This is an optimization exercise on Yosys and OpenROAD, whose aim is small area, a short achievable clock period and few clock cycles per item, not a production implementation.
At most, simulation tests tie the RTL to the original design; equivalence was not proved.
No activity file was given, so power comes from the tool's default toggle rates.

// multichannel_to_mono_pcm16_unit
module multichannel_to_mono_pcm16_unit (
    input  wire         i_clk,
    input  wire         i_rst_n,
    input  wire         i_cfg_we,
    input  wire [0:0]   i_cfg_index,
    input  wire [3:0]   i_cfg_data,
    input  wire         i_in_valid,
    output logic        o_in_ready,
    input  wire  [31:0] i_sample_bits,
    input  wire         i_silent,
    input  wire         i_packet_last,
    output logic        o_out_valid,
    input  wire         i_out_ready,
    output logic signed [15:0] o_mono_sample,
    output logic        o_packet_end
);
    logic       r_int;       
    logic       r_bad;       
    logic [2:0] r_nm1;       
    logic       r_ready;
    logic [2:0] r_pos;
    logic       r_fsil;
    logic       r_fpend;
    logic [1:0] r_count;     
    logic       accept;
    logic [2:0] pos_n;
    logic [2:0] nm1_n;
    logic       last;
    logic       commit;
    logic       xfer;
    assign accept = i_rst_n && i_in_valid && r_ready;
    assign last   = (r_pos == r_nm1);
    assign commit = accept && last;
    assign xfer   = i_rst_n && o_out_valid && i_out_ready;
  ...
==> flow/config.mk <==
export PLATFORM = sky130hd
export DESIGN_NAME = multichannel_to_mono_pcm16_unit
export DESIGN_NICKNAME = multichannel_to_mono_pcm16_unit
export VERILOG_FILES = /design/flow/design.v
export SDC_FILE = /design/flow/constraint.sdc
export NUM_CORES = 4
export LEC_CHECK = 0
export CAP_MARGIN = 20
export CORE_MARGIN = 2
export CORE_UTILIZATION = 60
export CTS_BUF_LIST = sky130_fd_sc_hd__clkbuf_4 sky130_fd_sc_hd__clkbuf_8
export SLEW_MARGIN = 20
==> flow/constraint.sdc <==
create_clock -name core_clock -period 10.0 [get_ports {i_clk}]
set_input_delay 2.0000 -clock core_clock [delete_from_list [all_inputs] [get_ports {i_clk}]]
set_output_delay 2.0000 -clock core_clock [all_outputs]
set_load 0.01 [all_outputs]
standard.sh (not shown) runs the stock make flow with config.mk's settings and CLKGATE_MAP_FILE= SYNTH_SCRIPT=/design/flow/synth_recipe.tcl, a recipe that flattens the netlist after the stock synthesis.
==> flow/flow/run.sh <==
#!/bin/bash
# The standard layout, with the port buffers made of buf_2 cells instead of the default
# delay buffer: every input and output port still gets its own buffer.
set -euo pipefail
bash standard.sh finish "BUFFER_PORTS_ARGS=-buffer_cell sky130_fd_sc_hd__buf_2" > standard_flow.log 2>&1
Rerun with:
--- a/flow/design.v
+++ b/flow/design.v
@@ -137,67 +137,64 @@
         v_pend  <= r_fpend || i_packet_last;
     end
     logic [35:0] r_acc;
     logic [35:0] sum;
     logic [35:0] addend;
     logic [35:0] acc_in;
     logic        s_neg;
-    logic        s_cyl;
-    logic        s_cye;
+    logic [10:0] s_hx;
+    logic        s_sat;
+    logic        s_an;
+    logic        s_cy;
     logic [3:0]  v_n;
     assign v_n    = {1'b0, r_nm1} + 4'd1;
     assign addend = {{4{v_ext}}, v_op};
     assign acc_in = r_acc;
     mcmono_add #(.W(36)) u_acc_add (
         .i_a  (acc_in),
         .i_b  (addend),
         .i_ci (v_inv),
         .o_s  (sum),
         .o_co ()
     );
     assign s_neg  = sum[35];
-    assign s_cyl  = (sum[14:12] == 3'd0) && (sum[11:8] < v_n);
-    assign s_cye  = (sum[14:12] == 3'd0) && (sum[11:8] == v_n) && (sum[7:0] == 8'd0);
+    assign s_hx   = sum[34:24] ^ {11{s_neg}};
+    assign s_sat  = (s_hx[10:3] != 8'd0) || (s_hx[2:0] > r_nm1);
+    assign s_an   = s_neg || ((sum[34:12] == 23'd0) && (sum[11:8] < v_n));
+    assign s_cy   = (sum[14:12] == 3'd0) &&
+                    ((sum[11:8] < v_n) || ((sum[11:8] == v_n) && (sum[7:0] == 8'd0) && !s_an));
     always_ff @(posedge i_clk) begin
         if (!i_rst_n) begin
             r_acc <= {24'd0, 4'd2, 8'd0};
         end else if (i_cfg_we || v_last) begin
             r_acc <= {24'd0, {1'b0, nm1_n} + 4'd1, 8'd0};
         end else begin
             r_acc <= sum;
         end
     end
     logic        p_valid;
     logic [27:0] p_b;            
     logic        p_bs;           
-    logic        p_cyl;
-    logic        p_cye;
-    logic [6:0]  p_hi;           
     logic        p_cy;
-    logic [10:0] p_hx;
     logic        p_sat;
     logic        p_zero;
     logic        p_pend;
     logic [2:0]  p_nm1;
     logic        p_move;
     always_ff @(posedge i_clk) begin
         if (v_last) begin
             p_b    <= sum[27:0];
             p_bs   <= s_neg;
-            p_cyl  <= s_cyl;
-            p_cye  <= s_cye;
-            p_hi   <= sum[34:28];
+            p_cy   <= s_cy;
+            p_sat  <= s_sat;
             p_zero <= v_zero;
             p_pend <= v_pend;
             p_nm1  <= r_nm1;
         end
     end
-    assign p_cy  = p_cyl || (p_cye && !p_bs);
-    assign p_hx  = {p_hi, p_b[27:24]} ^ {11{p_bs}};
-    assign p_sat = (p_hx[10:3] != 8'd0) || (p_hx[2:0] > p_nm1);
     logic [28:0] ys;
     logic [18:0] x;
     logic [18:0] xs;
     logic [1:0]  p_k;
     logic        p_d1;
     logic [1:0]  p_dsel;         
     logic        fast;
What happened:
- The new run completed without violations
- clock skew is about the same
- die area falls by a few percent
- total power shrinks by a few percent
- wire length is lower slightly
- synthesized area decreases by a few percent
- critical path depth decreases by 8
- cell count went down by a few percent
- synthesized cell count falls slightly
- clock-buffer cell count grows by 4
- cell area came out lower by a few percent
- core utilization falls by 1.0 points
- via count fell by a few percent
- global-route usage shrinks by 0.17 points
- first-iteration DRC count climbs by a quarter to a third
Testbench counts after the change, summed over its fixed seeds: cycles 14,010, frames 3,072.
Function not checked in the first run of this note: the RTL went through the layout flow alone.


Another version of the RTL of multichannel_to_mono_pcm16_unit (not shown whole).
Size: roughly 1200 cells after synthesis, ~160 flip-flops, about 63 I/O pins, roughly 12000 sq um of cells after synthesis.
Settings: LEC_CHECK=0, CAP_MARGIN=20, CORE_MARGIN=2, CORE_UTILIZATION=60, CTS_BUF_LIST=sky130_fd_sc_hd__clkbuf_4 sky130_fd_sc_hd__clkbuf_8, SLEW_MARGIN=20; clock period 10.0 ns.
Scripts as last shown in full above: flow/flow/run.sh
==> next run, changes <==
--- a/flow/design.v
+++ b/flow/design.v
@@ -202,86 +202,85 @@
             p_nm1  <= r_nm1;
         end
     end
     assign p_hx  = {p_hi, p_b[27:24]} ^ {11{p_bs}};
     assign p_sat = (p_hx[10:3] != 8'd0) || (p_hx[2:0] > p_nm1);
     logic [28:0] ys;
     logic [18:0] x;
     logic [17:0] xm;
     logic [17:0] p_m;
     logic [1:0]  p_k;
     logic        p_d1;
-    logic [2:0]  p_dsel;         
+    logic [1:0]  p_dsel;         
     logic        fast;
     mcmono_add #(.W(29)) u_y_add (
         .i_a  ({p_b[27], p_b}),
         .i_b  ({{16{~p_b[27]}}, ~p_b[27:15]}),
         .i_ci (p_cy),
         .o_s  (ys),
         .o_co ()
     );
     assign x  = ys[27:9];
     always_comb begin
         case (p_nm1)
             3'd1, 3'd5: p_k = 2'd1;
             3'd3:       p_k = 2'd2;
             3'd7:       p_k = 2'd3;
             default:    p_k = 2'd0;
         endcase
         case (p_nm1)
             3'd0, 3'd1, 3'd3, 3'd7: p_d1 = 1'b1;
             default:                p_d1 = 1'b0;
         endcase
         case (p_nm1)
-            3'd4:    p_dsel = 3'b010;
-            3'd6:    p_dsel = 3'b100;
-            default: p_dsel = 3'b001;
+            3'd4:    p_dsel = 2'd1;
+            3'd6:    p_dsel = 2'd2;
+            default: p_dsel = 2'd0;
         endcase
     end
     assign xm   = x[17:0] ^ {18{p_bs}};
     assign fast = p_zero || p_sat || p_d1;
     assign p_m  = p_zero ? 18'd0 :
-                  p_sat  ? {3'd0, !p_bs, 13'd0, 1'b1} | {4'd0, {13{!p_bs}}, 1'b0} :
-                  p_d1   ? x[17:0] :
-                  (p_k == 2'd1) ? {1'b0, xm[17:1]} : xm;
+                  p_sat  ? {3'd0, 14'h3FFF, !p_bs} :
+                  (!p_d1 && (p_k == 2'd1)) ? {1'b0, xm[17:1]} : xm;
     logic        o_valid;
     logic        o_busy;
     logic [14:0] o_sh;
     logic        o_sign;
     logic        o_pend;
     logic [2:0]  o_rem;
-    logic [2:0]  o_dsel;         
+    logic [1:0]  o_dsel;
     logic [2:0]  o_cnt;
     logic [1:0]  o_k;
     logic [17:0] o_m;
     logic [14:0] o_q;
     logic        out_take;
     assign out_take = !o_busy && (!o_valid || i_out_ready);
     assign p_move   = p_valid && out_take;
-    function automatic logic [3:0] dstep(input logic [2:0] ds, input logic [2:0] r,
+    function automatic logic [3:0] dstep(input logic [1:0] ds, input logic [2:0] r,
                                          input logic b);
+        logic [3:0] t;
         logic       q3, q5, q7;
         logic [2:0] r3, r5, r7;
-        q3    = r[1] | (r[0] & b);
-        r3[2] = 1'b0;
-        r3[1] = (r[0] & ~b) | (r[1] & b);
-        r3[0] = (~r[1] & ~r[0] & b) | (r[1] & ~b);
-        q5    = r[2] | (r[1] & r[0]) | (r[1] & b);
-        r5[2] = (~r[2] & r[1] & ~r[0] & ~b) | (r[2] & b);
-        r5[1] = (~r[2] & ~r[1] & r[0]) | (r[1] & r[0] & b) | (r[2] & ~b);
-        r5[0] = (~r[2] & ~r[1] & b) | (r[1] & r[0] & ~b) | (r[2] & ~b);
-        q7    = r[2] | (r[1] & r[0] & b);
-        r7[0] = b ^ q7;
-        r7[1] = r[0] ^ (q7 & b);
-        r7[2] = r[1] ^ (q7 & r[0] & b);
-        dstep = ({4{ds[0]}} & {q3, r3}) | ({4{ds[1]}} & {q5, r5}) | ({4{ds[2]}} & {q7, r7});
+        t  = {r, b};
+        q3 = (t >= 4'd3);
+        q5 = (t >= 4'd5);
+        q7 = (t >= 4'd7);
+        r3 = q3 ? 3'(t - 4'd3) : t[2:0];
+        r5 = q5 ? 3'(t - 4'd5) : t[2:0];
+        r7 = q7 ? 3'(t - 4'd7) : t[2:0];
+        case (ds)
+            2'd1:    dstep = {q5, r5};
+            2'd2:    dstep = {q7, r7};
+            default: dstep = {q3, r3};
+        endcase
     endfunction
     logic [3:0] ds0, ds1, ds2;
     assign ds0 = dstep(o_dsel, o_rem, o_sh[14]);
     assign ds1 = dstep(o_dsel, ds0[2:0], o_sh[13]);
     assign ds2 = dstep(o_dsel, ds1[2:0], o_sh[12]);
     always_ff @(posedge i_clk) begin
         if (!i_rst_n) begin
             o_valid <= 1'b0;
             o_busy  <= 1'b0;
         end else if (p_move) begin
             o_pend <= p_pend;
@@ -291,44 +290,44 @@
             o_k    <= (p_zero || p_sat || !p_d1) ? 2'd0 : p_k;
             o_dsel <= p_dsel;
             o_cnt  <= 3'd4;
             if (fast) begin
                 o_valid <= 1'b1;
                 o_busy  <= 1'b0;
             end else begin
                 o_valid <= 1'b0;
                 o_busy  <= 1'b1;
             end
         end else if (o_busy) begin
-            o_sh  <= {o_sh[11:0], {ds0[3], ds1[3], ds2[3]} ^ {3{o_sign}}};
+            o_sh  <= {o_sh[11:0], ds0[3], ds1[3], ds2[3]};
             o_rem <= ds2[2:0];
             o_cnt <= o_cnt - 3'd1;
             if (o_cnt == 3'd0) begin
                 o_busy  <= 1'b0;
                 o_valid <= 1'b1;
             end
         end else if (i_out_ready) begin
             o_valid <= 1'b0;
         end
     end
     assign o_m = {o_rem, o_sh};
     always_comb begin
         case (o_k)
             2'd1:    o_q = o_m[15:1];
             2'd2:    o_q = o_m[16:2];
             2'd3:    o_q = o_m[17:3];
             default: o_q = o_m[14:0];
         endcase
     end
     assign o_out_valid   = o_valid;
-    assign o_mono_sample = {o_sign, o_q};
+    assign o_mono_sample = {o_sign, o_q ^ {15{o_sign}}};
     assign o_packet_end  = o_pend;
     logic [1:0] count_n;
     logic       int_n;
     logic       bad_n;
     always_comb begin
         int_n = r_int;
         bad_n = r_bad;
         nm1_n = r_nm1;
         pos_n = r_pos;
         if (i_cfg_we) begin
             if (i_cfg_index == 1'b0) begin
What happened: Wire length is lower by 5.1%; sequential share of layout area climbs by 0.28 points; sequential cell count goes down by 1; worst hold slack loses 15 ps; via count shrinks by 6.9%; cell count shrinks by 4.7%; setup slack gets worse by 42 ps.
No functional check of the RTL was part of any run of this note.

## re-timing with driven ports
The flow's constraints put no driver on any port. The routed layouts listed below were extracted and timed again, unchanged, in two steps. Step 1, drivers: a clkbuf_16 drives i_clk and a buf_2 each remaining input, both assumed. Step 2 times the ports against the registers' clock, not the clock port: input delays grow and output delays shrink by t, the midpoint of the rising clock arrivals with the driver on. a / b / c = ideal ports / drivers / drivers and shift; a / b = the first two.
| run | t, ns | setup slack, ns | latest minus earliest clock arrival (ns) | slew at the worst register clock pin (ns) |
|---|---|---|---|---|
| the first run of note 1 | 0.516 | 5.120 / 5.120 / 4.624 | 0.017 / 0.017 | 0.10 / 0.10 |
| the second run of note 1 | 0.495 | 5.089 / 5.109 / 4.614 | 0.015 / 0.014 | 0.09 / 0.09 |
| the first run of note 2 | 0.500 | 5.330 / 5.330 / 5.330 | 0.016 / 0.016 | 0.10 / 0.10 |
| the second run of note 2 | 0.493 | 5.288 / 5.288 / 5.219 | 0.019 / 0.019 | 0.10 / 0.10 |
After both steps setup and hold are still met in every run listed. The setup slack of the first run of note 1, which loses most, moves by 0.000 ns with the drivers and by -0.496 ns with both steps.
